This is an optimization exercise on Yosys and OpenROAD, whose aim is small area and a short achievable clock period, not a production implementation.
Function was checked by simulation only, so behaviour that the tests miss may differ from the original.
Power and IR drop assume default switching activity.

==> flow/design.v <==
module ibexc_data_tag_bridge #(
    parameter logic [31:0] TagBase        = 32'h2001_0000,
    parameter int          NumGranules    = 2048,
    parameter int          MaxOutstanding = 2
) (
    input  logic        clk_i,
    input  logic        rst_ni,
    input  logic        core_req_i,
    output logic        core_gnt_o,
    output logic        core_rvalid_o,
    input  logic        core_we_i,
    input  logic [3:0]  core_be_i,
    input  logic [31:0] core_addr_i,
    input  logic [32:0] core_wdata_i,
    input  logic        core_is_cap_i,
    output logic [32:0] core_rdata_o,
    output logic        core_err_o,
    output logic        bus_req_o,
    input  logic        bus_gnt_i,
    input  logic        bus_rvalid_i,
    output logic        bus_we_o,
    output logic [3:0]  bus_be_o,
    output logic [31:0] bus_addr_o,
    output logic [31:0] bus_wdata_o,
    input  logic [31:0] bus_rdata_i,
    input  logic        bus_err_i,
    output logic        protocol_err_o
);
    localparam int IdxW  = $clog2(NumGranules);    
    localparam int ColW  = 4;
    localparam int RowW  = IdxW - ColW;            
    localparam int NCol  = 1 << ColW;              
    localparam int NRow  = 1 << RowW;              
    localparam int RegW  = IdxW + 3;               
    localparam int BnkW  = 3;
    localparam int NBnk  = 1 << BnkW;              
    localparam int BRow  = NRow / NBnk;            
    logic            ne_q;       
    logic            full_q;     
    logic            rd_q;       
    logic            wr_q;       
    logic            perr_q;
    logic            clr_q;      
    logic            pol_q;      
    logic [RowW-1:0] row_q   [2];
    logic [ColW-1:0] col_q   [2];
    logic            wr_en_q [2];    
    logic            wval_q  [2];    
    logic            rd_en_q [2];    
    logic            rflag_q [2];    
    logic [NCol-1:0] rowv_q  [2];    
    logic            rowi_q  [2];
    logic            np_q;
    logic            nt_raw_q;       
    logic            nt_fh_q;        
    logic            nt_fv_q;
    logic push, pop;
    assign push = bus_gnt_i & ~full_q;
    assign pop  = bus_rvalid_i & ne_q;
    assign bus_req_o   = core_req_i & ~full_q;
    assign core_gnt_o  = push;
    assign bus_we_o    = core_we_i;
    assign bus_be_o    = core_be_i;
    assign bus_addr_o  = core_addr_i;
    assign bus_wdata_o = core_wdata_i[31:0];
    logic nt_tag;
    assign nt_tag = nt_fh_q ? nt_fv_q : (nt_raw_q ^ ~pol_q);
    logic            h_wr, h_wval, h_rflag;
    logic            h_rd_en, h_new;
    logic [RowW-1:0] h_row;
    logic [ColW-1:0] h_col;
    logic [NCol-1:0] h_rowv;
    assign h_new   = np_q & (rd_q != wr_q);
    assign h_wr    = rd_q ? wr_en_q[1] : wr_en_q[0];
    assign h_wval  = rd_q ? wval_q[1]  : wval_q[0];
    assign h_rd_en = rd_q ? rd_en_q[1] : rd_en_q[0];
    assign h_rflag = h_new ? (h_rd_en & nt_tag) : (rd_q ? rflag_q[1] : rflag_q[0]);
    assign h_row   = rd_q ? row_q[1]   : row_q[0];
    assign h_col   = rd_q ? col_q[1]   : col_q[0];
    assign h_rowv  = rd_q ? (rowv_q[1] ^ {NCol{rowi_q[1]}}) : (rowv_q[0] ^ {NCol{rowi_q[0]}});
    assign core_rvalid_o      = pop;
    assign core_err_o         = pop & bus_err_i;
    assign core_rdata_o[31:0] = rst_ni ? bus_rdata_i : 32'h0;
    assign core_rdata_o[32]   = pop & ~bus_err_i & h_rflag;
    assign protocol_err_o     = perr_q;
    logic wcommit;
    assign wcommit = pop & ~bus_err_i & h_wr;
    logic [NCol-1:0] h_rownew;
    always_comb begin
        for (int c = 0; c < NCol; c++)
            h_rownew[c] = (h_col == c) ? h_wval : h_rowv[c];
    end
    logic            n_in_region;
    logic [RowW-1:0] n_row;
    logic [ColW-1:0] n_col;
    assign n_in_region = (core_addr_i[31:RegW] == TagBase[31:RegW]);
    assign n_row       = core_addr_i[RegW-1:3+ColW];
    assign n_col       = core_addr_i[ColW+2:3];
    logic [NRow-1:0] rrow;
    logic [NCol-1:0] bankrd [NBnk];
    logic [NCol-1:0] rowraw;     
    always_comb begin
        for (int r = 0; r < NRow; r++) rrow[r] = (n_row == r);
        rowraw = '0;
        for (int b = 0; b < NBnk; b++) rowraw = rowraw | bankrd[b];
    end
    logic            n_same, n_fwd;
    assign n_same = wcommit & (h_row == n_row);
    assign n_fwd  = clr_q | n_same;
    logic [NRow-1:0] wa, wb;
    logic [NCol-1:0] wd;
    logic [NCol-1:0] wy [NBnk];
    logic [NBnk-1:0] wany;
    always_comb begin
        for (int r = 0; r < NRow; r++) begin
            wa[r] = clr_q | (wcommit & (h_row == r));
            wb[r] = ~clr_q & (h_row != r);
        end
    end
    assign wd = ~((clr_q ? '0 : h_rownew) ^ {NCol{~pol_q}});
    always_comb begin
        for (int b = 0; b < NBnk; b++) begin
            wany[b] = clr_q | (wcommit & (h_row[RowW-1:RowW-BnkW] == b));
            wy[b]   = wany[b] ? wd : '1;
        end
    end
    for (genvar b = 0; b < NBnk; b++) begin : g_bank
        ibexc_data_tag_bridge_bank #(
            .NR (BRow),
            .NC (NCol)
        ) u_bank (
            .clk_i  (clk_i),
            .wa_i   (wa[b*BRow +: BRow]),
            .wb_i   (wb[b*BRow +: BRow]),
            .wy_i   (wy[b]),
            .rsel_i (rrow[b*BRow +: BRow]),
            .rd_o   (bankrd[b])
        );
    end
    always_ff @(posedge clk_i) begin
        nt_raw_q <= rowraw[n_col];
        nt_fh_q  <= clr_q | (n_same & (h_col == n_col));
        nt_fv_q  <= ~clr_q & h_wval;
    end
    always_ff @(posedge clk_i) begin
        for (int k = 0; k < 2; k++) begin
            if (push && (wr_q == (k == 1))) begin
                row_q[k]   <= n_row;
                col_q[k]   <= n_col;
                wr_en_q[k] <= core_we_i & n_in_region;
                wval_q[k]  <= core_is_cap_i & core_wdata_i[32];
                rd_en_q[k] <= ~core_we_i & core_is_cap_i & n_in_region;
                rowv_q[k]  <= n_fwd ? (clr_q ? '0 : h_rownew) : rowraw;
                rowi_q[k]  <= ~n_fwd & pol_q;
            end else begin
                if (wcommit && (row_q[k] == h_row)) begin
                    rowv_q[k] <= h_rownew;
                    rowi_q[k] <= 1'b0;
                end
                if (wcommit && (row_q[k] == h_row) && (col_q[k] == h_col))
                    rflag_q[k] <= rd_en_q[k] & h_wval;
                else if (np_q && (wr_q != (k == 1)))
                    rflag_q[k] <= rd_en_q[k] & nt_tag;
            end
        end
    end
    always_ff @(posedge clk_i or negedge rst_ni) begin
        if (!rst_ni) begin
            ne_q   <= 1'b0;
            full_q <= 1'b0;
            rd_q   <= 1'b0;
            wr_q   <= 1'b0;
            perr_q <= 1'b0;
            np_q   <= 1'b0;
        end else begin
            np_q <= push;
            if (push) wr_q <= ~wr_q;
            if (pop)  rd_q <= ~rd_q;
            case ({push, pop})
                2'b10: begin
                    ne_q   <= 1'b1;
                    full_q <= ne_q;
                end
                2'b01: begin
                    ne_q   <= full_q;
                    full_q <= 1'b0;
                end
                default: ;
            endcase
            if (bus_rvalid_i && !ne_q) perr_q <= 1'b1;
        end
    end
    always_ff @(posedge clk_i or negedge rst_ni) begin
        if (!rst_ni) clr_q <= 1'b1;
        else         clr_q <= 1'b0;
    end
    always_ff @(posedge clk_i or negedge rst_ni) begin
        if (!rst_ni) pol_q <= 1'b0;
        else         pol_q <= ~pol_q;
    end
endmodule
module ibexc_data_tag_bridge_bank #(
    parameter int NR = 16,
    parameter int NC = 16
) (
    input  logic          clk_i,
    input  logic [NR-1:0] wa_i,
    input  logic [NR-1:0] wb_i,
    input  logic [NC-1:0] wy_i,
    input  logic [NR-1:0] rsel_i,
    output logic [NC-1:0] rd_o
);
    logic [NC-1:0] tags_q [NR];
    always_ff @(posedge clk_i) begin
        for (int r = 0; r < NR; r++) begin
            tags_q[r] <= ~((tags_q[r] | {NC{wa_i[r]}}) & ({NC{wb_i[r]}} | wy_i));
        end
    end
    always_comb begin
        rd_o = '0;
        for (int r = 0; r < NR; r++) rd_o = rd_o | (tags_q[r] & {NC{rsel_i[r]}});
    end
endmodule
==> flow/flow/run.sh <==
#!/bin/bash
# The standard layout (standard.sh), with plain buffers rather than delay
# cells on the ports and no dummy clock loads. standard.sh's output goes to
# standard.log.
set -o pipefail
export BUFFER_PORTS_ARGS="-buffer_cell sky130_fd_sc_hd__buf_2"
export CTS_ARGS="-sink_clustering_enable -repair_clock_nets -dont_use_dummy_load -sink_clustering_size 24 -sink_clustering_max_diameter 50"
bash standard.sh > standard.log 2>&1
==> flow/standard.sh <==
#!/bin/bash
# synth_recipe.tcl (not shown) runs the flow's synth.tcl, then flattens the netlist and writes it again
# the make line also repeats each setting of config.mk as NAME=value (left out here)
make -C /OpenROAD-flow-scripts/flow DESIGN_CONFIG=/design/flow/config.mk WORK_HOME=/design/flow/orfs CLKGATE_MAP_FILE= SYNTH_SCRIPT=/design/flow/synth_recipe.tcl "${@:-finish}"
==> flow/config.mk <==
export PLATFORM = sky130hd
export DESIGN_NAME = ibexc_data_tag_bridge
export DESIGN_NICKNAME = ibexc_data_tag_bridge
export VERILOG_FILES = /design/flow/design.v
export SDC_FILE = /design/flow/constraint.sdc
export NUM_CORES = 4
export LEC_CHECK = 0
export CAP_MARGIN = 20
export CORE_MARGIN = 2
export CORE_UTILIZATION = 55
export CTS_CLUSTER_DIAMETER = 50
export CTS_CLUSTER_SIZE = 24
export PLACE_DENSITY = 0.72
export SETUP_SLACK_MARGIN = 4.2
export SLEW_MARGIN = 35
export SYNTH_HIERARCHICAL = 1
==> flow/constraint.sdc <==
create_clock -name core_clock -period 7.0 [get_ports {clk_i}]
set_input_delay 1.4000 -clock core_clock [delete_from_list [all_inputs] [get_ports {clk_i}]]
set_output_delay 1.4000 -clock core_clock [all_outputs]
set_load 0.01 [all_outputs]
==> flow_metrics.tcl, run 1 <==
set metrics [dict create \
    status "stopped before the end" \
    lastStage "5_1_grt" \
    firstError "[ERROR GRT-0232] Routing congestion too high. Check the congestion heatmap in the GUI." \
    rows 137 \
    h-tree-depth 4 \
    grt_max_degree 50 \
    ioPinCount 216 \
    fp.dieW_um 379 \
    netlist_instances 7546 \
    cts.sink_count 2123 \
    ys_seq_area_share_pct 55.7 \
    yosys_warnings 28 \
    dpl.hpwl_um 196000 \
    ys.flop_type "dfxtp_1" \
    ys_ff_latch 2123 \
    synth_edf_count 64 \
    synthesis.area_um2 77500 \
    synth_area_per_cell_um2 10.3 \
    postGrtWorstEndpoint "nt_raw_q$_DFF_P_/D" \
    start_util_pct 55.5 \
    synth_nets 7656 \
    place.gp.congestion 1.06 \
    grt_use_total_pct 68.3 \
    place_area_um2 78000 \
    synth.distinct_cells 66 \
    endpoint_type "register data pin" \
    die_h_um 379 \
    grt_overflow 92 \
    async_flop_share_pct 0.377 \
    portBuffers 137 \
    cts_buffers 156 \
    cts_root_buffer "clkbuf_16" \
    clockBufferDepth 3 \
]
==> how the worst max path moves through the flow <==
stage,start,endpoint,slack [ps],cells past startpoint
floorplan,core_addr_i[13],nt_raw_q,2970,14
global placement,core_addr_i[10],nt_raw_q,1270,14
detailed placement,core_addr_i[9],nt_raw_q,1220,13
CTS,pol_q,core_rdata_o[32],3050,7
==> per-layer routing <==
layer	GRT usage, %	overflow
met1	67.7	1
met2	81.7	49
met3	57.5	2
met4	66.4	40
met5	32.2	0
==> timing repair <==
action / CTS
buffers inserted: 231
gates resized for setup: 984
endpoints found under the setup margin: 2209
hold buffers: 0
cloned: 24
pin swaps: 178
==> synth_stat cells, types with 3 or more instances <==
cell type | count | area (um^2)
o22ai_1 | 2096 | 13100
dfxtp_1 | 2051 | 41100
clkbuf_1 | 770 | 2890
a221oi_1 | 526 | 4610
a22o_1 | 512 | 4480
nand2_1 | 318 | 1190
nor2_1 | 285 | 1070
buf_2 | 140 | 701
nand4_1 | 131 | 820
buf_6 | 110 | 1240
buf_1 | 75 | 282
buf_4 | 73 | 548
edfxtp_1 | 64 | 1920
xor2_1 | 46 | 403
and2_1 | 43 | 269
or4_1 | 32 | 240
buf_8 | 24 | 360
a21o_1 | 23 | 173
a21oi_1 | 20 | 100
a31o_2 | 16 | 140
xnor2_2 | 15 | 244
mux2i_1 | 11 | 110
xnor2_1 | 11 | 96.3
nor2b_1 | 10 | 62.6
inv_1 | 9 | 33.8
nand3_1 | 9 | 45.0
nand3b_1 | 9 | 67.6
a311oi_1 | 8 | 70.1
a311oi_2 | 8 | 120
nor4_1 | 8 | 50.1
and3b_1 | 7 | 61.3
dfrtp_1 | 7 | 175
nor3b_1 | 6 | 45.0
a31oi_1 | 5 | 31.3
nand2b_1 | 5 | 31.3
or3_1 | 5 | 31.3
mux2i_2 | 4 | 55.1
mux4_2 | 4 | 90.1
nor3_1 | 4 | 20.0
o21ai_0 | 4 | 20.0
or3b_1 | 4 | 35.0
and3_1 | 3 | 18.8
==> kinds of logic after synthesis <==
kind of cell | synth area share (%)
adder cells (fa/ha/maj) | 0.0161
AND/OR/NAND/NOR | 5.36
buffers and inverters | 7.82
XOR/XNOR | 0.959
AO/OA/AOI/OAI | 29.8
flip-flops | 55.7
other | 0.00484
multiplexers | 0.378
==> power groups by stage <==
stage               Sequential (mW)  Clock, mW  Combinational [mW]
global placement               22.3          0                9.27
detailed placement             22.5          0                9.79
CTS                            22.5       7.99                11.2
floorplan                      21.4          0                7.85
==> through the flow <==
step / instances / utilization (%) / worst slack, ps
2_1_floorplan: 7546 / - / 2970
3_3_place_gp: 8599 / 55.5 / 1270
3_5_place_dp: 8610 / 55.8 / 1220
4_1_cts: 9021 / 64.1 / 3050
==> inputs of run 2 (changes only) <==
==> flow/flow/run.sh (replaced) <==
#!/bin/bash
# The standard layout (standard.sh), with plain buffers rather than delay
# cells on the ports. standard.sh's output goes to standard.log.
set -o pipefail
export BUFFER_PORTS_ARGS="-buffer_cell sky130_fd_sc_hd__buf_2"
bash standard.sh > standard.log 2>&1
--- a/flow/config.mk
+++ b/flow/config.mk
@@ -7,10 +7,7 @@
 export LEC_CHECK = 0
 export CAP_MARGIN = 20
 export CORE_MARGIN = 2
-export CORE_UTILIZATION = 55
-export CTS_CLUSTER_DIAMETER = 50
-export CTS_CLUSTER_SIZE = 24
-export PLACE_DENSITY = 0.72
-export SETUP_SLACK_MARGIN = 4.2
+export CORE_UTILIZATION = 40
+export SETUP_SLACK_MARGIN = 3.6
 export SLEW_MARGIN = 35
 export SYNTH_HIERARCHICAL = 1
==> flow_metrics.tcl, run 2 <==
set metrics [dict create \
    status "timing/DRC/antenna clean" \
    rows 161 \
    combPwrFrac_pct 24.3 \
    wl_per_cell_um 32.1 \
    ys_ff_latch 2123 \
    power_switching_mw 15.5 \
    cts_buffers 208 \
    crit_chain "buf_16, buf_12, or3_4, buf_4, nor2_1, buf_4, a221oi_2, nand4_1, or4_4, nor2_4, mux4_2, mux2i_1, mux2_2" \
    cp_slowest_cell "nor2_1" \
    synth_top_cell_by_area "dfxtp_1" \
    totalWireLength_um 320000 \
    p_leak_nw 34.6 \
    ys_seq_area_share_pct 55.7 \
    slew_headroom_pct 29.8 \
    synth_edf_count 64 \
    mostFrequentLayoutCell "o22ai_1" \
    synthesis.area_um2 77500 \
    dpl.hpwl_um 204000 \
    cap_violations 0 \
    worst_slew_pin_slew_ps 1050 \
    die_area_um2 197000 \
    p_total_mw 45.5 \
    cp.depth 13 \
    clkPwrFrac_pct 25.3 \
    slowest_delay_ps 730 \
    rsz0062_at_grt "yes" \
    grt_use_total_pct 30.5 \
    clock_latency_ps 910 \
    start_util_pct 40.2 \
    async_flop_share_pct 0.377 \
    drt_pass1_iterations 10 \
    intPower_mw 30.0 \
    synth_area_per_cell_um2 10.3 \
    drc 0 \
    final_cell_mix "o22ai_1 (2086), dfxtp_1 (2051), a22o_1 (504)" \
    ant_nets 0 \
    p_seq_share_pct 50.4 \
    ioPinCount 216 \
    hold_buffers 0 \
    antenna_found_initial 6 \
    timing.final.crit_share_pct 58.6 \
    hp-class "in2async" \
    synthMostInstantiatedCell "o22ai_1" \
    worstPathRequired_ps 7820 \
    portBuffers 137 \
    core_um2 193000 \
    clk_pin_slew_ps 70 \
    stdcell_count 9978 \
    synth.distinct_cells 66 \
    yosys.area.top_type_share_pct 53.0 \
    critPathKind "in2reg" \
    finalClockSkew_ps 84.4 \
    cp_top_family "simple AND/OR/NAND/NOR gates" \
    ys.flop_type "dfxtp_1" \
    ff_latch_area_um2 43200 \
    arrival_ps 4920 \
    syn2layout_area_growth_pct 19.9 \
    setup_viol 0 \
    final_util_pct 48.3 \
    cp-end-kind "flop" \
    critical_path.most_common_cell "buf_4" \
    fp.dieW_um 444 \
    crit_path_start_kind "input pin" \
    cts_root_buffer "clkbuf_16" \
    place.gp.congestion 1.04 \
    grt_pass1_vias 63058 \
    powerDensity_nw_per_um2 490 \
    die_h_um 444 \
    netlist_instances 7546 \
    fin_nets 7390 \
    cts_tree "done" \
    cts.sink_count 2123 \
    fillers 17277 \
    multi_input_area_um2 33100 \
    top_register "g_bank.u_bank.tags_q" \
    drt_iter0_drc 8590 \
    vdd_drop_max_mv 0.314 \
    grt_overflow 0 \
    yosys_warnings 28 \
    drive_gt1_share_pct 24.4 \
    top_regs "g_bank.u_bank.tags_q: 2048 flops, rowv_q: 32 flops, row_q: 14 flops" \
    reg2reg_depth 8 \
    max_freq_mhz 244 \
    grt_max_degree 42 \
    routed_via_density 6.88 \
    yosys-top-cells-count "o22ai_1 (2096), dfxtp_1 (2051), clkbuf_1 (770)" \
    cp_max_fo 9 \
    synth_nets 7656 \
    h-tree-depth 4 \
    place_inst 9360 \
    swShare_pct 34.0 \
    crit_buf_inv 4 \
    via_count 68653 \
    period_needed_ps 4100 \
    synthTopCellsByArea "dfxtp_1 (53%), o22ai_1 (17%), a221oi_1 (5.9%)" \
    clockBufferDepth 3 \
    largest_register_ffs 2048 \
    report.final.hold_viol_count 0 \
    grt_pass1_wl_um 450000 \
    maxSlewViolCount 0 \
    fin_tns_setup_ps 0 \
]
[run 2: routing by layer]
metal  vias up  global-route usage, %  routed length (um)
li1      28978                      -                   -
met1     34053                   38.8              121000
met2      4475                   44.4              136000
met3      1139                   9.35               36900
met4         8                   20.4               26100
met5         -                      0                 207
[run 2: logic make-up (layout without fill, tap and decap cells)]
family                     count (synthesis)  in the layout  share of synthesized area (%)
AOI/OAI and AO/OA                       3236           3236                           29.8
other                                      1              6                        0.00484
and+or+nand+nor                          888            890                           5.36
adders and majority gates                  1              1                         0.0161
muxes                                     22             22                          0.378
buffers and inverters                   1203           1102                           7.82
DFF                                     2123           2123                           55.7
xor gates and xnor gates                  72             72                          0.959
[run 2: cell type report]
class | instances | area share (%)
multi-input combinational | 4222 | 35.6
sequential | 2123 | 46.5
clock buffer | 304 | 6.58
clock inverter | 73 | 1.06
tap | 2526 | 3.40
timing repair buffer | 715 | 6.83
antenna | 5 | 0.0135
inverter | 10 | 0.0404
[run 2: stage by stage]
step / cell area, um^2 / hold WS, ps / worst slack, ps
final: 92900 / 301 / 2900
after global routing: 92900 / 304 / 2920
after CTS: 90200 / 294 / 2990
after detailed placement: 78900 / 438 / 1100
after global placement: 78700 / 431 / 1010
after floorplan: 78200 / 423 / 2970
[run 2: worst paths after layout]
kind	start	to	slack, ps
max	core_addr_i[13]	nt_raw_q	2900
min	rst_ni	wr_q	300
max reg2reg	rd_q	g_bank[6].u_bank.tags_q[8][10]	3520
min reg2reg	g_bank[0].u_bank.tags_q[13][15]	g_bank[0].u_bank.tags_q[13][15]	450
max in group asynchronous	rst_ni	clr_q	6440
min in group core_clock	g_bank[0].u_bank.tags_q[13][15]	g_bank[0].u_bank.tags_q[13][15]	450
[run 2: repair_timing]
action	CTS	global route
setup buffers	114	102
gates cloned	6	14
setup endpoints to repair	2116	776
pin swaps	101	116
gates resized for setup	597	304
[run 2: power by group through the flow]
stage	logic (mW)	registers (mW)	clock network (mW)
final	11.1	22.9	11.5
after global placement	9.37	22.4	0
after floorplan	7.11	21.4	0
after CTS	10.4	22.6	11.6
after global routing	11.5	23.6	12.1
after detailed placement	9.77	22.5	0
[run 2: worst register-to-register path, cell delays in order (launching register included)]
cell      delay [ps]
dfrtp_4          630
buf_8            240
or3b_4           450
a221oi_2         410
a311oi_2         140
xnor2_4          440
buf_4            390
nand2_2          400
o22ai_1          270
==> inputs of run 3 (changes only) <==
--- a/flow/design.v
+++ b/flow/design.v
@@ -51,9 +51,10 @@
     logic [NCol-1:0] rowv_q  [2];    
     logic            rowi_q  [2];
     logic            np_q;
+    logic            hnew_q;
     logic            nt_raw_q;       
-    logic            nt_fh_q;        
-    logic            nt_fv_q;
+    logic            nt_c1_q;        
+    logic            nt_c0_q;        
     logic push, pop;
     assign push = bus_gnt_i & ~full_q;
     assign pop  = bus_rvalid_i & ne_q;
@@ -63,18 +64,17 @@
     assign bus_be_o    = core_be_i;
     assign bus_addr_o  = core_addr_i;
     assign bus_wdata_o = core_wdata_i[31:0];
-    logic nt_tag;
-    assign nt_tag = nt_fh_q ? nt_fv_q : (nt_raw_q ^ ~pol_q);
+    logic nt_flag;
+    assign nt_flag = nt_c0_q | (nt_c1_q & (nt_raw_q ^ ~pol_q));
     logic            h_wr, h_wval, h_rflag;
-    logic            h_rd_en, h_new;
+    logic            h_rd_en;
     logic [RowW-1:0] h_row;
     logic [ColW-1:0] h_col;
     logic [NCol-1:0] h_rowv;
-    assign h_new   = np_q & (rd_q != wr_q);
     assign h_wr    = rd_q ? wr_en_q[1] : wr_en_q[0];
     assign h_wval  = rd_q ? wval_q[1]  : wval_q[0];
     assign h_rd_en = rd_q ? rd_en_q[1] : rd_en_q[0];
-    assign h_rflag = h_new ? (h_rd_en & nt_tag) : (rd_q ? rflag_q[1] : rflag_q[0]);
+    assign h_rflag = hnew_q ? nt_flag : (rd_q ? rflag_q[1] : rflag_q[0]);
     assign h_row   = rd_q ? row_q[1]   : row_q[0];
     assign h_col   = rd_q ? col_q[1]   : col_q[0];
     assign h_rowv  = rd_q ? (rowv_q[1] ^ {NCol{rowi_q[1]}}) : (rowv_q[0] ^ {NCol{rowi_q[0]}});
@@ -107,6 +107,8 @@
     logic            n_same, n_fwd;
     assign n_same = wcommit & (h_row == n_row);
     assign n_fwd  = clr_q | n_same;
+    logic n_rd_en;
+    assign n_rd_en = ~core_we_i & core_is_cap_i & n_in_region;
     logic [NRow-1:0] wa, wb;
     logic [NCol-1:0] wd;
     logic [NCol-1:0] wy [NBnk];
@@ -139,8 +141,8 @@
     end
     always_ff @(posedge clk_i) begin
         nt_raw_q <= rowraw[n_col];
-        nt_fh_q  <= clr_q | (n_same & (h_col == n_col));
-        nt_fv_q  <= ~clr_q & h_wval;
+        nt_c1_q  <= n_rd_en & ~(clr_q | (n_same & (h_col == n_col)));
+        nt_c0_q  <= n_rd_en & ~clr_q & n_same & (h_col == n_col) & h_wval;
     end
     always_ff @(posedge clk_i) begin
         for (int k = 0; k < 2; k++) begin
@@ -149,7 +151,7 @@
                 col_q[k]   <= n_col;
                 wr_en_q[k] <= core_we_i & n_in_region;
                 wval_q[k]  <= core_is_cap_i & core_wdata_i[32];
-                rd_en_q[k] <= ~core_we_i & core_is_cap_i & n_in_region;
+                rd_en_q[k] <= n_rd_en;
                 rowv_q[k]  <= n_fwd ? (clr_q ? '0 : h_rownew) : rowraw;
                 rowi_q[k]  <= ~n_fwd & pol_q;
             end else begin
@@ -160,7 +162,7 @@
                 if (wcommit && (row_q[k] == h_row) && (col_q[k] == h_col))
                     rflag_q[k] <= rd_en_q[k] & h_wval;
                 else if (np_q && (wr_q != (k == 1)))
-                    rflag_q[k] <= rd_en_q[k] & nt_tag;
+                    rflag_q[k] <= nt_flag;
             end
         end
     end
@@ -172,8 +174,10 @@
             wr_q   <= 1'b0;
             perr_q <= 1'b0;
             np_q   <= 1'b0;
+            hnew_q <= 1'b0;
         end else begin
-            np_q <= push;
+            np_q   <= push;
+            hnew_q <= push & ((rd_q ^ pop) == wr_q);
             if (push) wr_q <= ~wr_q;
             if (pop)  rd_q <= ~rd_q;
             case ({push, pop})
==> flow/flow/run.sh (replaced) <==
#!/bin/bash
# The standard layout (standard.sh), with plain buffers rather than delay
# cells on the ports and no dummy clock loads. standard.sh's output goes to
# standard.log.
set -o pipefail
export BUFFER_PORTS_ARGS="-buffer_cell sky130_fd_sc_hd__buf_2"
export CTS_ARGS="-sink_clustering_enable -repair_clock_nets -dont_use_dummy_load -sink_clustering_size 24 -sink_clustering_max_diameter 50"
bash standard.sh > standard.log 2>&1
--- a/flow/config.mk
+++ b/flow/config.mk
@@ -8,6 +8,8 @@
 export CAP_MARGIN = 20
 export CORE_MARGIN = 2
 export CORE_UTILIZATION = 40
+export CTS_CLUSTER_DIAMETER = 50
+export CTS_CLUSTER_SIZE = 24
 export SETUP_SLACK_MARGIN = 3.6
 export SLEW_MARGIN = 35
 export SYNTH_HIERARCHICAL = 1
==> flow_metrics.tcl, run 3 <==
set metrics [dict create \
    drt_pass1_iterations 7 \
    cts.sink_count 2124 \
    grt_pass1_wl_um 450000 \
    intPower_mw 27.6 \
    fin_nets 7330 \
    ff_latch_area_um2 43200 \
    grt_overflow 0 \
    synthesis.area_um2 77300 \
    cts_tree "done" \
    dpl.hpwl_um 203000 \
    portBuffers 137 \
    yosys-top-cells-count "o22ai_1 (2079), dfxtp_1 (2051), clkbuf_1 (779)" \
    totalWireLength_um 316000 \
    p_leak_nw 33.2 \
    slew_headroom_pct 33.2 \
    yosys.area.top_type_share_pct 53.1 \
    die_area_um2 197000 \
    via_count 68229 \
    maxSlewViolCount 0 \
    synthMostInstantiatedCell "o22ai_1" \
    top_regs "g_bank.u_bank.tags_q: 2048 flops, rowv_q: 32 flops, row_q: 14 flops" \
    vdd_drop_max_mv 0.238 \
    rows 161 \
    synthTopCellsByArea "dfxtp_1 (53%), o22ai_1 (17%), a221oi_1 (6.0%)" \
    cp_max_fo 16 \
    ys_seq_area_share_pct 55.9 \
    cap_violations 0 \
    ys.flop_type "dfxtp_1" \
    async_flop_share_pct 0.424 \
    p_seq_share_pct 53.8 \
    routed_via_density 7.00 \
    synth_area_per_cell_um2 10.2 \
    clkPwrFrac_pct 19.6 \
    syn2layout_area_growth_pct 16.9 \
    wl_per_cell_um 32.4 \
    fp.dieW_um 444 \
    synth_edf_count 64 \
    drc 0 \
    cp-end-kind "flop" \
    combPwrFrac_pct 26.6 \
    drive_gt1_share_pct 23.8 \
    arrival_ps 4900 \
    reg2reg_depth 9 \
    setup_viol 0 \
    power_switching_mw 14.6 \
    ioPinCount 216 \
    report.final.hold_viol_count 0 \
    timing.final.crit_share_pct 60.1 \
    ys_ff_latch 2124 \
    swShare_pct 34.6 \
    core_um2 192000 \
    rrSetupSlack_ps 3490 \
    drt_iter0_drc 8774 \
    worst_slew_pin_slew_ps 1000 \
    antenna_found_initial 7 \
    critPathKind "in2reg" \
    cts_buffers 162 \
    max_freq_mhz 238 \
    reg2reg_to "g_bank[3].u_bank.tags_q[9][7]" \
    clockBufferDepth 3 \
    place_area_um2 78700 \
    fin_ws_ps 2790 \
    yosys_warnings 28 \
    start_util_pct 40.2 \
    netlist_instances 7545 \
    finalClockSkew_ps 83.4 \
    rsz0062_at_grt "yes" \
    top_register "g_bank.u_bank.tags_q" \
    multi_input_area_um2 33700 \
    worstPathRequired_ps 7700 \
    status "timing/DRC/antenna clean" \
    powerDensity_nw_per_um2 467 \
    grt_max_degree 52 \
    period_needed_ps 4210 \
    synth_top_cell_by_area "dfxtp_1" \
    grt_pass1_vias 63035 \
    synth.distinct_cells 63 \
    grt_use_total_pct 30.3 \
    fillers 17344 \
    largest_register_ffs 2048 \
    fin_tns_setup_ps 0 \
    final_area_um2 90400 \
    final_cell_mix "o22ai_1 (2071), dfxtp_1 (2051), a22o_1 (508)" \
    dp_slack_ps 1020 \
    synth_nets 7655 \
    die_h_um 444 \
    r2r-start "rd_q" \
    clk_pin_slew_ps 80 \
    h-tree-depth 4 \
    clock_latency_ps 870 \
    ant_nets 0 \
    hp-class "in2async" \
    place.gp.congestion 0.969 \
    cts_root_buffer "clkbuf_16" \
    hold_buffers 0 \
    mostFrequentLayoutCell "o22ai_1" \
    crit_path_start_kind "input pin" \
]
-- run 3: changes by cell type after synthesis, moves of 9 or more --
cell / previous run / this run
nand2_1: 318 / 329
o32ai_1: 0 / 20
clkbuf_1: 770 / 779
xnor2_2: 15 / 0
buf_2: 140 / 131
xnor2_1: 11 / 25
o22ai_1: 2096 / 2079
-- run 3: what timing repair did --
item | in CTS | in global routing
gates cloned | 7 | 10
setup buffers | 121 | 126
pin swaps | 152 | 102
endpoints found under the setup margin | 2124 | 1444
resized for setup | 806 | 237
-- run 3: layout make-up --
cell class / instances / share of cell area, %
Inverter: 12 / 0.0554
Antenna cell: 6 / 0.0166
Multi-Input combinational cell: 4224 / 37.3
Sequential cell: 2124 / 47.8
Timing Repair Buffer: 696 / 6.83
Clock buffer: 162 / 4.49
Tap cell: 2526 / 3.50
-- run 3: routing by layer --
layer | GRT usage [%] | share of wire [%] | up-vias
met4 | 19.2 | 7.6 | 10
met3 | 7.88 | 11 | 981
met5 | 0 | 0.025 | -
met1 | 39.7 | 39 | 34138
li1 | - | - | 28716
met2 | 44.3 | 42 | 4384
-- run 3: worst max path at each step --
stage,endpoint,cells past startpoint,startpoint,slack [ps]
CTS,nt_raw_q,14,core_addr_i[7],3050
floorplan,nt_raw_q,14,core_addr_i[13],2960
global route,nt_raw_q,15,core_addr_i[10],2880
detailed placement,nt_raw_q,13,core_addr_i[7],1020
global placement,nt_raw_q,12,core_addr_i[9],1040
finish,nt_raw_q,14,core_addr_i[7],2790
-- run 3: kinds of logic (layout without fill, tap and decap cells) --
group / after synthesis / after routing / share of synthesized area [%]
and+or+nand+nor: 890 / 893 / 5.33
xor gates and xnor gates: 70 / 70 / 0.793
DFF: 2124 / 2124 / 55.9
adders and majority gates: 1 / 1 / 0.0162
AOI/OAI and AO/OA: 3236 / 3236 / 29.8
muxes: 23 / 23 / 0.372
buffers and inverters: 1200 / 870 / 7.78
other: 1 / 7 / 0.00485
-- run 3: critical path: stages --
cell and delay, ps:
buf_16 120, buf_4 150, nand3_4 150, buf_12 170, nor2_1 50, buf_4 240, a221oi_2 300, buf_4 180
nand4_1 580, or4_4 770, nor2_4 160, mux4_2 240, mux2i_1 70, mux2_4 280
-- run 3: through the flow --
step | util [%] | instances | power [mW] | hold slack [ps]
finish | 47.0 | 9750 | 42.2 | 411
global route | 47.0 | 9745 | 43.8 | 416
CTS | 45.7 | 9608 | 41.2 | 388
detailed placement | 40.9 | 9318 | 32.1 | 438
global placement | 40.6 | 9301 | 31.5 | 430
floorplan | - | 7545 | 28.4 | 423
-- run 3: power by group through the flow --
stage	Clock (mW)	Combinational, mW	Sequential, mW
global route	8.74	11.7	23.4
floorplan	0	7.06	21.4
global placement	0	9.30	22.2
detailed placement	0	9.74	22.3
CTS	8.27	10.5	22.5
finish	8.26	11.2	22.7
==> inputs of run 4 (changes only) <==
--- a/flow/config.mk
+++ b/flow/config.mk
@@ -7,9 +7,10 @@
 export LEC_CHECK = 0
 export CAP_MARGIN = 20
 export CORE_MARGIN = 2
-export CORE_UTILIZATION = 40
+export CORE_UTILIZATION = 55
 export CTS_CLUSTER_DIAMETER = 50
 export CTS_CLUSTER_SIZE = 24
+export PLACE_DENSITY = 0.72
 export SETUP_SLACK_MARGIN = 3.6
 export SLEW_MARGIN = 35
 export SYNTH_HIERARCHICAL = 1
==> flow_metrics.tcl, run 4 <==
set metrics [dict create \
    synth_mux_area_share_pct 0.372 \
    timing.final.crit_share_pct 59.2 \
    ys_seq_area_share_pct 55.9 \
    wl_per_cell_um 33.5 \
    vdd_drop_max_mv 0.327 \
    clock_latency_ps 830 \
    core_um2 140000 \
    start_util_pct 55.4 \
    ys.flop_type "dfxtp_1" \
    grt_pass1_wl_um 426000 \
    final_area_um2 88500 \
    synth_area_per_cell_um2 10.2 \
    clk_pin_slew_ps 80 \
    totalWireLength_um 302000 \
    synthesis.area_um2 77300 \
    hp-class "in2async" \
    crit_start "core_addr_i[11]" \
    async_flop_share_pct 0.424 \
    final_util_pct 63.4 \
    slowest_delay_ps 720 \
    ant_nets 0 \
    stdcell_count 9021 \
    cts_root_buffer "clkbuf_16" \
    finalClockSkew_ps 96.4 \
    synthMostInstantiatedCell "o22ai_1" \
    fillers 10702 \
    synth_compound_area_share_pct 29.8 \
    rsz0062_at_grt "yes" \
    drive_gt1_share_pct 22.4 \
    crit_path_start_kind "input pin" \
    status "timing/DRC/antenna clean" \
    yosys.area_share.xor_xnor_pct 0.793 \
    drt_pass1_iterations 7 \
    ys_ff_latch 2124 \
    worstPathRequired_ps 7700 \
    cp-end-kind "flop" \
    powerDensity_nw_per_um2 474 \
    synth_top_cell_by_area "dfxtp_1" \
    cts.sink_count 2124 \
    setup_viol 0 \
    cts_tree "done" \
    final_cell_mix "o22ai_1 (2072), dfxtp_1 (2051), a22o_1 (505)" \
    synth_nets 7655 \
    place.gp.congestion 1.04 \
    die_area_um2 144000 \
    cp_slowest_cell "or4_4" \
    synth_fa_ha_area_share_pct 0.0162 \
    maxSlewViolCount 0 \
    drc 0 \
    portBuffers 137 \
    die_h_um 379 \
    dpl.hpwl_um 191000 \
    report.final.hold_viol_count 0 \
    grt_overflow 0 \
    ff_latch_area_um2 43200 \
    top_register "g_bank.u_bank.tags_q" \
    fp.dieW_um 379 \
    fin_ws_ps 2850 \
    grt_use_total_pct 39.6 \
    cap_violations 0 \
    yosys-top-cells-count "o22ai_1 (2079), dfxtp_1 (2051), clkbuf_1 (779)" \
    arrival_ps 4850 \
    synth_edf_count 64 \
    multi_input_area_um2 33500 \
    worst_slew_pin_slew_ps 1260 \
    h-tree-depth 4 \
    routed_via_density 7.66 \
    slew_headroom_pct 16.3 \
    max_freq_mhz 241 \
    fin_tns_setup_ps 0 \
    yosys.area.top_type_share_pct 53.1 \
    crit_chain "buf_12, buf_8, nor2_2, nand2_4, buf_4, buf_4, nor2_4, buf_4, a221oi_4, nand4_1, or4_4, nor2_4, mux4_2, mux2i_1, mux2_4" \
    drt_iter0_drc 10293 \
    synth.distinct_cells 63 \
    place_area_um2 77400 \
    mostFrequentLayoutCell "o22ai_1" \
    top_regs "g_bank.u_bank.tags_q: 2048 flops, rowv_q: 32 flops, row_q: 14 flops" \
    grt_max_degree 52 \
    synth_top_family_by_area "compound AO/OA/AOI/OAI gates" \
    syn2layout_area_growth_pct 14.4 \
    clockBufferDepth 3 \
    ioPinCount 216 \
    yosys_warnings 28 \
    grt_pass1_vias 62916 \
    r2r-start "rd_q" \
    place_inst 8624 \
    critical_path.most_common_cell "buf_4" \
    period_needed_ps 4150 \
    cp_max_fo 7 \
    largest_register_ffs 2048 \
    via_count 69091 \
    synthTopCellsByArea "dfxtp_1 (53%), o22ai_1 (17%), a221oi_1 (6.0%)" \
    rows 137 \
    critPathKind "in2reg" \
    cts_buffers 158 \
    netlist_instances 7545 \
    synth-simple-area-share_pct 5.33 \
    p_leak_nw 32.6 \
    fin_nets 7245 \
    dp_slack_ps 1140 \
    antenna_found_initial 25 \
]
[run 4: stage by stage]
step                      hold slack, ps  power, mW
after CTS                            394       40.6
after detailed placement             438       31.9
after global routing                 410       43.4
after global placement               430       31.2
final                                411       41.9
after floorplan                      423       28.4
[run 4: final cells by class]
type                       instances  share of cell area, %
antenna                           12                 0.0339
clock buffer                     158                   4.47
inverter                          12                 0.0594
multi-input combinational       4224                   37.9
sequential                      2124                   48.9
tap                             1876                   2.65
timing repair buffer             615                   6.06
[run 4: power by group]
| part | internal (mW) | total (mW) | leakage, nW | switching (mW) |
|---|---|---|---|---|
| clock | 3.97 | 8.09 | 1.95 | 4.12 |
| sequential | 18.7 | 22.7 | 17.9 | 4.00 |
| combinational | 4.72 | 11.1 | 12.8 | 6.39 |
[run 4: kinds of logic after synthesis]
logic type,Yosys count
xor+xnor,70
fa+ha+maj,1
mux,23
buf+inv,1200
compound gates,3236
flops,2124
other cells,1
simple gates,890
[run 4: worst max-delay path, delay by kind of cell]
family | cells | cell delay (ps)
multiplexers | 3 | 580
buffers and inverters | 5 | 780
AND/OR/NAND/NOR | 6 | 1670
AO/OA/AOI/OAI | 1 | 380
[run 4: per-layer routing]
metal / track usage (%) / wire length (um)
met5: 0.652 / 348
met4: 26.2 / 25200
met3: 15.6 / 44600
met2: 55.6 / 123000
met1: 50.0 / 109000
[run 4: timing repair]
item,CTS,global route
buffers inserted,106,101
hold buffers,0,0
gates cloned,3,15
setup endpoints to repair,2118,1577
resized for setup,574,383
pin swaps,132,131
[run 4: path summary, 6_finish.rpt]
kind | slack [ps] | end | depth (start not counted)
worst max register to register | 3330 | g_bank[5].u_bank.tags_q[5][10] | 10
worst max-delay path | 2850 | nt_raw_q | 15
worst min-delay path | 410 | hnew_q | 1
max in group asynchronous | 6320 | clr_q | 1
worst min register to register | 450 | g_bank[1].u_bank.tags_q[0][15] | 1
min in group core_clock | 450 | g_bank[1].u_bank.tags_q[0][15] | 1
==> inputs of run 5 (changes only) <==
--- a/flow/design.v
+++ b/flow/design.v
@@ -101,8 +101,9 @@
     logic [NCol-1:0] rowraw;     
     always_comb begin
         for (int r = 0; r < NRow; r++) rrow[r] = (n_row == r);
-        rowraw = '0;
-        for (int b = 0; b < NBnk; b++) rowraw = rowraw | bankrd[b];
+        rowraw = '1;
+        for (int b = 0; b < NBnk; b++) rowraw = rowraw & bankrd[b];
+        rowraw = ~rowraw;
     end
     logic            n_same, n_fwd;
     assign n_same = wcommit & (h_row == n_row);
@@ -136,7 +137,7 @@
             .wb_i   (wb[b*BRow +: BRow]),
             .wy_i   (wy[b]),
             .rsel_i (rrow[b*BRow +: BRow]),
-            .rd_o   (bankrd[b])
+            .rdn_o  (bankrd[b])
         );
     end
     always_ff @(posedge clk_i) begin
@@ -212,7 +213,7 @@
     input  logic [NR-1:0] wb_i,
     input  logic [NC-1:0] wy_i,
     input  logic [NR-1:0] rsel_i,
-    output logic [NC-1:0] rd_o
+    output logic [NC-1:0] rdn_o
 );
     logic [NC-1:0] tags_q [NR];
     always_ff @(posedge clk_i) begin
@@ -220,8 +221,10 @@
             tags_q[r] <= ~((tags_q[r] | {NC{wa_i[r]}}) & ({NC{wb_i[r]}} | wy_i));
         end
     end
-    always_comb begin
-        rd_o = '0;
-        for (int r = 0; r < NR; r++) rd_o = rd_o | (tags_q[r] & {NC{rsel_i[r]}});
-    end
+    logic [NC-1:0] rd;
+    always_comb begin
+        rd = '0;
+        for (int r = 0; r < NR; r++) rd = rd | (tags_q[r] & {NC{rsel_i[r]}});
+    end
+    assign rdn_o = ~rd;
 endmodule
--- a/flow/config.mk
+++ b/flow/config.mk
@@ -7,10 +7,9 @@
 export LEC_CHECK = 0
 export CAP_MARGIN = 20
 export CORE_MARGIN = 2
-export CORE_UTILIZATION = 55
+export CORE_UTILIZATION = 40
 export CTS_CLUSTER_DIAMETER = 50
 export CTS_CLUSTER_SIZE = 24
-export PLACE_DENSITY = 0.72
 export SETUP_SLACK_MARGIN = 3.6
 export SLEW_MARGIN = 35
 export SYNTH_HIERARCHICAL = 1
==> flow_metrics.tcl, run 5 <==
set metrics [dict create \
    arrival_ps 4470 \
    top_regs "g_bank.u_bank.tags_q: 2048 flops, rowv_q: 32 flops, row_q: 14 flops" \
    crit_buf_inv 4 \
    drt_iter0_drc 8051 \
    fin_nets 7299 \
    start_util_pct 40.2 \
    mostFrequentLayoutCell "o22ai_1" \
    drc 0 \
    cp.depth 14 \
    grt_pass1_wl_um 450000 \
    ant_nets 0 \
    p_total_mw 42.0 \
    dp_slack_ps 1360 \
    slowest_delay_ps 420 \
    report.final.hold_viol_count 0 \
    yosys_warnings 28 \
    place.gp.congestion 0.956 \
    clk_pin_slew_ps 70 \
    ys.flop_type "dfxtp_1" \
    finalClockSkew_ps 96.3 \
    clock_latency_ps 870 \
    largest_register_ffs 2048 \
    grt_use_total_pct 30.4 \
    max_freq_mhz 264 \
    critical_path.most_common_cell "buf_6" \
    powerDensity_nw_per_um2 465 \
    maxSlewViolCount 0 \
    synth_edf_count 64 \
    ys_seq_area_share_pct 55.3 \
    synth.distinct_cells 65 \
    fin_ws_ps 3210 \
    timing.final.crit_share_pct 54.1 \
    synth_top_cell_by_area "dfxtp_1" \
    grt_max_degree 61 \
    die_h_um 446 \
    clockBufferDepth 3 \
    fin_tns_setup_ps 0 \
    worstPathRequired_ps 7680 \
    drive_gt1_share_pct 24.4 \
    synthMostInstantiatedCell "o22ai_1" \
    cp_slowest_cell "nand4_1" \
    cts.sink_count 2124 \
    rsz0062_at_grt "yes" \
    reg2reg_depth 6 \
    die_area_um2 199000 \
    vdd_drop_max_mv 0.203 \
    final_cell_mix "o22ai_1 (2090), dfxtp_1 (2051), a22o_1 (443)" \
    yosys.area.top_type_share_pct 52.6 \
    cts_root_buffer "clkbuf_16" \
    yosys-top-cells-count "o22ai_1 (2100), dfxtp_1 (2051), clkbuf_1 (821)" \
    final_util_pct 46.5 \
    fp.dieW_um 446 \
    ys_ff_latch 2124 \
    cap_violations 0 \
    grt_overflow 0 \
    h-tree-depth 4 \
    critPathKind "in2reg" \
    cts_buffers 158 \
    grt_pass1_vias 63285 \
    top_register "g_bank.u_bank.tags_q" \
    multi_input_area_um2 33800 \
    routed_via_density 6.94 \
    ioPinCount 216 \
    worst_slew_pin_slew_ps 938 \
    synthTopCellsByArea "dfxtp_1 (53%), o22ai_1 (17%), a221oi_1 (5.4%)" \
    fin_hold_ws_ps 416 \
    cts_tree "done" \
    syn2layout_area_growth_pct 15.8 \
    setup_viol 0 \
    async_flop_share_pct 0.424 \
    drt_pass1_iterations 6 \
    via_count 67595 \
    wl_per_cell_um 32.6 \
    cp_max_fo 7 \
    status "timing/DRC/antenna clean" \
    totalWireLength_um 317000 \
    ff_latch_area_um2 43200 \
    cp-end-kind "flop" \
    netlist_instances 7546 \
    crit_path_start_kind "input pin" \
    p_leak_nw 32.8 \
    synth_nets 7656 \
    portBuffers 137 \
    slew_headroom_pct 37.3 \
    synth_area_per_cell_um2 10.4 \
    rows 162 \
    crit_chain "buf_16, nor2b_4, nand3_4, buf_6, nor2_4, buf_6, buf_12, a221oi_4, and4_4, nand4_1, nor2_2, mux4_2, mux2i_2, mux2_4" \
    period_needed_ps 3790 \
    synthesis.area_um2 78100 \
    antenna_found_initial 10 \
    cp_top_family "simple AND/OR/NAND/NOR gates" \
    hp-class "in2async" \
    fillers 17648 \
    core_um2 195000 \
    dpl.hpwl_um 206000 \
]
run 5: worst paths after layout:
path | slack (ps) | endpoint | startpoint
min reg2reg | 450 | g_bank[7].u_bank.tags_q[0][14] | g_bank[7].u_bank.tags_q[0][14]
max reg2reg | 3540 | g_bank[2].u_bank.tags_q[2][15] | rd_q
min | 420 | rd_q | rst_ni
max | 3210 | nt_raw_q | core_addr_i[9]
min in group core_clock | 450 | g_bank[7].u_bank.tags_q[0][14] | g_bank[7].u_bank.tags_q[0][14]
max in group asynchronous | 6350 | clr_q | rst_ni
run 5: worst register-to-register path: cells and delay by family (launching register included):
kind | cells | cell delay (ps)
AOI/OAI and AO/OA | 3 | 1800
buffers and inverters | 2 | 330
DFF | 1 | 510
and+or+nand+nor | 1 | 750
run 5: cell type report:
type	count	share of cell area (%)
sequential	2124	47.7
multi-input combinational	4223	37.4
timing repair buffer	670	6.93
clock buffer	158	4.37
tap	2542	3.51
inverter	12	0.0511
antenna	4	0.0111
run 5: repair_timing:
action	in CTS	in global routing
hold buffers	0	0
cloned	16	9
pin swaps	104	75
endpoints found under the setup margin	2119	1705
setup buffers	151	71
resized for setup	763	320
run 5: power by group:
group	internal [mW]	total (mW)	switching (mW)
sequential	18.8	22.7	3.90
clock	3.97	8.11	4.14
combinational	4.89	11.3	6.39
total	27.6	42.0	14.4
run 5: cells by family after synthesis:
family	Yosys count	synth area share, %
other	1	0.00480
adder cells (fa/ha/maj)	1	0.0160
XOR/XNOR	72	0.951
multiplexers	24	0.383
AND/OR/NAND/NOR	886	5.65
flip-flops	2124	55.3
AO/OA/AOI/OAI	3238	30.0
buffers and inverters	1200	7.66
run 5: metal layers:
| layer | vias to the layer above | GRT usage [%] | routed length [um] |
|---|---|---|---|
| li1 | 28655 | - | - |
| met1 | 34134 | 39.0 | 123000 |
| met2 | 3847 | 44.7 | 136000 |
| met3 | 945 | 8.18 | 33400 |
| met4 | 14 | 20.0 | 24800 |
| met5 | - | 0 | 209 |
run 5: through the flow:
stage | cell area, um^2 | std cells
2_1_floorplan | 78600 | 7546
3_3_place_gp | 78400 | 9294
3_5_place_dp | 79100 | 9321
4_1_cts | 88200 | 9646
5_1_grt | 90500 | 9730
6_report | 90500 | 9733
==> inputs of run 6 (changes only) <==
--- a/flow/design.v
+++ b/flow/design.v
@@ -99,15 +99,28 @@
     logic [NRow-1:0] rrow;
     logic [NCol-1:0] bankrd [NBnk];
     logic [NCol-1:0] rowraw;     
+    logic [NCol-1:0] rowrawn;
     always_comb begin
         for (int r = 0; r < NRow; r++) rrow[r] = (n_row == r);
-        rowraw = '1;
-        for (int b = 0; b < NBnk; b++) rowraw = rowraw & bankrd[b];
-        rowraw = ~rowraw;
+        rowrawn = '1;
+        for (int b = 0; b < NBnk; b++) rowrawn = rowrawn & bankrd[b];
+        rowraw = ~rowrawn;
     end
     logic            n_same, n_fwd;
     assign n_same = wcommit & (h_row == n_row);
     assign n_fwd  = clr_q | n_same;
+    logic [NCol-1:0] rcol;
+    logic            n_raw;
+    always_comb begin
+        for (int c = 0; c < NCol; c++) rcol[c] = (n_col == c);
+    end
+    ibexc_data_tag_bridge_csel #(
+        .NC (NCol)
+    ) u_csel (
+        .rown_i (rowrawn),
+        .sel_i  (rcol),
+        .bit_o  (n_raw)
+    );
     logic n_rd_en;
     assign n_rd_en = ~core_we_i & core_is_cap_i & n_in_region;
     logic [NRow-1:0] wa, wb;
@@ -141,7 +154,7 @@
         );
     end
     always_ff @(posedge clk_i) begin
-        nt_raw_q <= rowraw[n_col];
+        nt_raw_q <= n_raw;
         nt_c1_q  <= n_rd_en & ~(clr_q | (n_same & (h_col == n_col)));
         nt_c0_q  <= n_rd_en & ~clr_q & n_same & (h_col == n_col) & h_wval;
     end
@@ -228,3 +241,12 @@
     end
     assign rdn_o = ~rd;
 endmodule
+module ibexc_data_tag_bridge_csel #(
+    parameter int NC = 16
+) (
+    input  logic [NC-1:0] rown_i,
+    input  logic [NC-1:0] sel_i,
+    output logic          bit_o
+);
+    assign bit_o = |(~rown_i & sel_i);
+endmodule
==> flow_metrics.tcl, run 6 <==
set metrics [dict create \
    synthMostInstantiatedCell "o22ai_1" \
    synthesis.area_um2 78200 \
    arrival_ps 4320 \
    mostFrequentLayoutCell "o22ai_1" \
    setup_viol 0 \
    grt_pass1_wl_um 437000 \
    cp-end-kind "flop" \
    finalClockSkew_ps 112 \
    cts_buffers 170 \
    largest_register_ffs 2048 \
    p_seq_share_pct 53.1 \
    h-tree-depth 4 \
    top_register "g_bank.u_bank.tags_q" \
    cp_max_fo 16 \
    wl_per_cell_um 31.7 \
    rrSetupSlack_ps 3590 \
    hp-class "in2async" \
    p_leak_nw 31.2 \
    synth.distinct_cells 64 \
    clock_latency_ps 880 \
    synth_nets 7691 \
    r2r-start "rd_q" \
    portBuffers 137 \
    start_util_pct 40.2 \
    maxSlewViolCount 0 \
    clockBufferDepth 3 \
    reg2reg_depth 7 \
    rsz0062_at_grt "yes" \
    fin_hold_ws_ps 389 \
    swShare_pct 33.9 \
    cts_root_buffer "clkbuf_16" \
    top_regs "g_bank.u_bank.tags_q: 2048 flops, rowv_q: 32 flops, row_q: 14 flops" \
    totalWireLength_um 305000 \
    drive_gt1_share_pct 20.8 \
    final_util_pct 44.9 \
    synthTopCellsByArea "dfxtp_1 (53%), o22ai_1 (17%), a221oi_1 (5.4%)" \
    syn2layout_area_growth_pct 11.8 \
    die_area_um2 199000 \
    die_h_um 446 \
    yosys_warnings 28 \
    yosys-top-cells-count "o22ai_1 (2100), dfxtp_1 (2051), clkbuf_1 (824)" \
    place.gp.congestion 0.991 \
    via_count 66528 \
    worstPathRequired_ps 7680 \
    ys_ff_latch 2124 \
    combPwrFrac_pct 24.6 \
    ioPinCount 216 \
    grt_max_degree 47 \
    critPathKind "in2reg" \
    final_cell_mix "o22ai_1 (2096), dfxtp_1 (2051), a22o_1 (448)" \
    synth_top_family_by_area "compound AO/OA/AOI/OAI gates" \
    worst_slew_pin_slew_ps 1020 \
    grt_use_total_pct 29.3 \
    async_flop_share_pct 0.424 \
    status "timing/DRC/antenna clean" \
    yosys.area_share.xor_xnor_pct 0.943 \
    synth_top_cell_by_area "dfxtp_1" \
    cap_violations 0 \
    critPathCapture "nt_raw_q" \
    intPower_mw 25.0 \
    p_total_mw 37.8 \
    synth_fa_ha_area_share_pct 0.0160 \
    core_um2 195000 \
    ys_seq_area_share_pct 55.3 \
    power_switching_mw 12.8 \
    dpl.hpwl_um 202000 \
    synth_area_per_cell_um2 10.3 \
    synth_compound_area_share_pct 30.1 \
    fp.dieW_um 446 \
    synth_mux_area_share_pct 0.224 \
    synth-simple-area-share_pct 5.84 \
    antenna_found_initial 18 \
    fin_tns_setup_ps 0 \
    fin_nets 7181 \
    netlist_instances 7581 \
    final_area_um2 87400 \
    drc 0 \
    max_freq_mhz 275 \
    powerDensity_nw_per_um2 432 \
    cts.sink_count 2124 \
    reg2reg_to "g_bank[4].u_bank.tags_q[2][11]" \
    clkPwrFrac_pct 22.4 \
    slew_headroom_pct 31.8 \
    grt_overflow 0 \
    ys.flop_type "dfxtp_1" \
    crit_start "core_addr_i[10]" \
    vdd_drop_max_mv 0.218 \
    place_area_um2 78700 \
    drt_iter0_drc 8910 \
    routed_via_density 6.92 \
    cts_tree "done" \
    timing.final.crit_share_pct 51.9 \
    yosys.area.top_type_share_pct 52.5 \
    clk_pin_slew_ps 60 \
    grt_pass1_vias 61954 \
    ant_nets 0 \
    synth_edf_count 64 \
    drt_pass1_iterations 9 \
    report.final.hold_viol_count 0 \
    crit_path_start_kind "input pin" \
    rows 162 \
    period_needed_ps 3630 \
]
run 6: final cells by class:
type / count / area [um^2]
flip-flops and latches: 2124 / 43200
well taps: 2542 / 3180
repair buffers: 494 / 4060
multi-input cells: 4263 / 32600
inverters: 18 / 71.3
diodes: 6 / 15.0
fillers: 17961 / 107000
clock buffers: 170 / 4250
run 6: layer usage:
| layer | share of wire, % | GRT usage (%) |
|---|---|---|
| met5 | 0.057 | 0 |
| met4 | 6.8 | 17.3 |
| met3 | 11 | 8.30 |
| met2 | 43 | 43.0 |
| met1 | 40 | 38.3 |
run 6: stage by stage:
stage / setup WS [ps] / instances
3_5_place_dp: 1490 / 9329
4_1_cts: 3360 / 9576
5_1_grt: 3370 / 9615
2_1_floorplan: 3300 / 7581
6_report: 3370 / 9617
3_3_place_gp: 1530 / 9317
run 6: cells by family (layout without fill, tap and decap cells):
logic type,after synthesis,count (layout)
simple gates,912,915
flops,2124,2124
xor+xnor,73,73
mux,16,16
other cells,1,7
buf+inv,1197,682
compound gates,3257,3257
fa+ha+maj,1,1
run 6: what timing repair did:
action                      CTS  global route
hold buffers                  0             0
cloned                        3             2
setup buffers                74            32
gates resized for setup     509           257
pin swaps                    43            38
setup endpoints to repair  2116          1632
run 6: critical path: stages:
cell	delay, ps
buf_8	140
nor2b_4	180
nand2_2	190
buf_12	240
nor2_1	70
buf_4	230
a221oi_1	470
and4_4	380
nand4_1	170
nor2_2	220
nor2b_1	100
a2111oi_4	350
nand4_1	130
run 6: how the worst min path moves through the flow:
stage | startpoint | cells after the start | slack [ps] | to
2_1_floorplan | g_bank[0].u_bank.tags_q[1][14] | 1 | 420 | g_bank[0].u_bank.tags_q[1][14]
3_3_place_gp | g_bank[2].u_bank.tags_q[1][14] | 1 | 430 | g_bank[2].u_bank.tags_q[1][14]
3_5_place_dp | g_bank[3].u_bank.tags_q[1][14] | 1 | 440 | g_bank[3].u_bank.tags_q[1][14]
4_1_cts | rst_ni | 1 | 400 | wr_q
5_1_grt | rst_ni | 1 | 370 | hnew_q
6_report | rst_ni | 1 | 390 | wr_q
run 6: power groups by stage:
stage	registers [mW]	clock network [mW]	logic (mW)
final	20.1	8.45	9.29
after global routing	20.6	8.94	9.71
after CTS	19.9	8.50	8.80
after detailed placement	19.9	0	8.42
after global placement	19.8	0	8.07
after floorplan	19.2	0	5.99
==> inputs of run 7 (changes only) <==
--- a/flow/config.mk
+++ b/flow/config.mk
@@ -10,6 +10,6 @@
 export CORE_UTILIZATION = 40
 export CTS_CLUSTER_DIAMETER = 50
 export CTS_CLUSTER_SIZE = 24
-export SETUP_SLACK_MARGIN = 3.6
+export SETUP_SLACK_MARGIN = 3.8
 export SLEW_MARGIN = 35
 export SYNTH_HIERARCHICAL = 1
==> flow_metrics.tcl, run 7 <==
set metrics [dict create \
    clockBufferDepth 3 \
    crit_chain "buf_12, nand3b_1, buf_4, clkbuf_16, buf_4, nor2_2, buf_6, a22o_1, a221oi_4, and4_4, nand4_1, nor2_2, inv_1, a2111oi_4, nand4_1" \
    report.final.hold_viol_count 0 \
    synth_top_cell_by_area "dfxtp_1" \
    slowest_delay_ps 340 \
    grt_overflow 0 \
    mostFrequentLayoutCell "o22ai_1" \
    fin_tns_setup_ps 0 \
    use_met2_pct 43.4 \
    setup_viol 0 \
    yosys-top-cells-count "o22ai_1 (2100), dfxtp_1 (2051), clkbuf_1 (824)" \
    drt_pass1_iterations 8 \
    synth.distinct_cells 64 \
    fin_nets 7307 \
    place_inst 9343 \
    synth_area_per_cell_um2 10.3 \
    crit_path_start_kind "input pin" \
    cts_root_buffer "clkbuf_16" \
    die_area_um2 199000 \
    core_um2 195000 \
    grt_pass1_wl_um 440000 \
    yosys_warnings 28 \
    top_register "g_bank.u_bank.tags_q" \
    antenna_found_initial 12 \
    place.gp.congestion 1.00 \
    routed_via_density 6.97 \
    critPathKind "in2reg" \
    stdcell_count 9741 \
    die_h_um 446 \
    cts.sink_count 2124 \
    synthTopCellsByArea "dfxtp_1 (53%), o22ai_1 (17%), a221oi_1 (5.4%)" \
    cts_tree "done" \
    start_util_pct 40.2 \
    synthesis.area_um2 78200 \
    cts_buffers 155 \
    netlist_instances 7581 \
    top_regs "g_bank.u_bank.tags_q: 2048 flops, rowv_q: 32 flops, row_q: 14 flops" \
    ant_nets 0 \
    min-delay-start "g_bank[7].u_bank.tags_q[0][14]" \
    async_flop_share_pct 0.424 \
    syn2layout_area_growth_pct 16.3 \
    dpl.hpwl_um 197000 \
    timing.final.crit_share_pct 52.3 \
    grt_pass1_vias 63030 \
    yosys.area.top_type_share_pct 52.5 \
    period_needed_ps 3660 \
    synthMostInstantiatedCell "o22ai_1" \
    rsz0062_at_grt "yes" \
    crit_start "core_addr_i[11]" \
    r2r-start "rd_q" \
    status "timing/DRC/antenna clean" \
    grt_max_degree 53 \
    drt_iter0_drc 8786 \
    h-tree-depth 4 \
    cp_slowest_cell "and4_4" \
    drc 0 \
    portBuffers 137 \
    worst_slew_pin_slew_ps 1130 \
    cp_max_fo 14 \
    arrival_ps 4320 \
    p_leak_nw 33.0 \
    grt-busiest-layer "met2" \
    ys_ff_latch 2124 \
    final_cell_mix "o22ai_1 (2090), dfxtp_1 (2051), a22o_1 (448)" \
    via_count 67859 \
    grt_use_total_pct 29.5 \
    powerDensity_nw_per_um2 419 \
    synth_edf_count 64 \
    grt_use_met1_pct 38.3 \
    wl_per_cell_um 31.7 \
    synth_nets 7691 \
    maxSlewViolCount 0 \
    final_util_pct 46.7 \
    p_total_mw 38.1 \
    rows 162 \
    largest_register_ffs 2048 \
    finalClockSkew_ps 84.7 \
    cp-end-kind "flop" \
    fp.dieW_um 446 \
    hp-class "reg2reg" \
    vdd_drop_max_mv 0.234 \
    clock_latency_ps 830 \
    met3_usage_pct 8.51 \
    totalWireLength_um 309000 \
    ioPinCount 216 \
    slew_headroom_pct 24.6 \
    drive_gt1_share_pct 25.1 \
    max_freq_mhz 273 \
    ys_seq_area_share_pct 55.3 \
    clk_pin_slew_ps 60 \
    ys.flop_type "dfxtp_1" \
    worstPathRequired_ps 7650 \
    cap_violations 0 \
]
-- run 7: per-layer routing --
| layer | part of all wire, % | up-vias |
|---|---|---|
| met1 | 39 | 34037 |
| met3 | 12 | 917 |
| met2 | 43 | 4147 |
| met4 | 6.9 | 16 |
| li1 | - | 28742 |
| met5 | 0.089 | - |
-- run 7: repair_timing --
action | CTS | global route
gates resized for setup | 995 | 287
gates cloned | 22 | 7
pin swaps | 112 | 61
hold buffers | 0 | 0
buffers inserted | 140 | 63
endpoints found under the setup margin | 2132 | 1575
-- run 7: worst paths after layout --
check | end | slack [ps] | depth (start not counted)
min in group asynchronous | rd_q | 690 | 3
worst min-delay path | g_bank[7].u_bank.tags_q[0][14] | 440 | 1
worst min register to register | g_bank[7].u_bank.tags_q[0][14] | 440 | 1
worst max register to register | g_bank[3].u_bank.tags_q[2][1] | 3780 | 7
max in group asynchronous | clr_q | 6040 | 3
worst max-delay path | nt_raw_q | 3340 | 15
-- run 7: metrics by stage --
stage	hold slack (ps)	setup WS (ps)	cell area, um^2
2_1_floorplan	423	3280	78600
3_3_place_gp	430	1170	78500
3_5_place_dp	437	1510	78900
4_1_cts	447	3440	88600
5_1_grt	461	3360	90900
6_report	444	3340	90900
-- run 7: layout make-up --
class,count,area [um^2]
Multi-Input combinational cell,4265,34600
Clock buffer,155,3880
Antenna cell,4,10.0
Inverter,18,72.6
Fill cell,17605,104000
Sequential cell,2124,43200
Timing Repair Buffer,633,6020
Tap cell,2542,3180
-- run 7: cell families (layout without fill, tap and decap cells) --
family / after synthesis / count (layout) / share of synthesized area (%)
multiplexers: 16 / 16 / 0.224
AO/OA/AOI/OAI: 3257 / 3257 / 30.1
flip-flops: 2124 / 2124 / 55.3
adder cells (fa/ha/maj): 1 / 1 / 0.0160
other: 1 / 5 / 0.00480
buffers and inverters: 1197 / 806 / 7.62
XOR/XNOR: 73 / 73 / 0.943
AND/OR/NAND/NOR: 912 / 917 / 5.84
-- run 7: critical path: cells and delay by family --
kind            cells  cell delay [ps]
compound gates      3              870
buf+inv             6              770
simple gates        6             1230
-- run 7: report_power, final --
part,switching [mW],internal [mW],total [mW]
Combinational,6.03,3.97,9.99
Sequential,2.95,17.1,20.1
Clock,4.11,3.90,8.01
Total,13.1,25.0,38.1

[separate check: timing with driven ports]
No port has a modelled driver above. Below, the same layouts with a new extraction and two added sets of constraints. Step 1 (the two cells are an assumption about what drives the block):
set clk [get_ports {clk_i}]
set_driving_cell -lib_cell sky130_fd_sc_hd__clkbuf_16 $clk
set_driving_cell -lib_cell sky130_fd_sc_hd__buf_2 [delete_from_list [all_inputs] $clk]
Step 2 moves the port delays by t, midway between the first and last clock arrival at a register: inputs arrive t later, outputs are due t later. That takes back most of the time a late clock gives input paths. Three values: no drivers, after step 1, after step 2; two values: the first two.
run	t (ns)	slack for setup (ns)	worst slew at a driven data input, ns
run 2	0.962	2.895 / 2.896 / 1.934	0.19
run 3	0.905	2.792 / 2.724 / 1.819	0.24
run 4	0.875	2.853 / 2.873 / 1.998	0.19
run 5	0.889	3.212 / 3.142 / 2.253	0.17
run 6	0.924	3.369 / 3.335 / 2.492	0.11
run 7	0.894	3.338 / 3.236 / 2.457	0.69
After both steps every run listed still meets setup and hold. For run 3, which loses most, drivers alone change the setup slack by -0.068 ns; drivers and shift together by -0.973 ns.
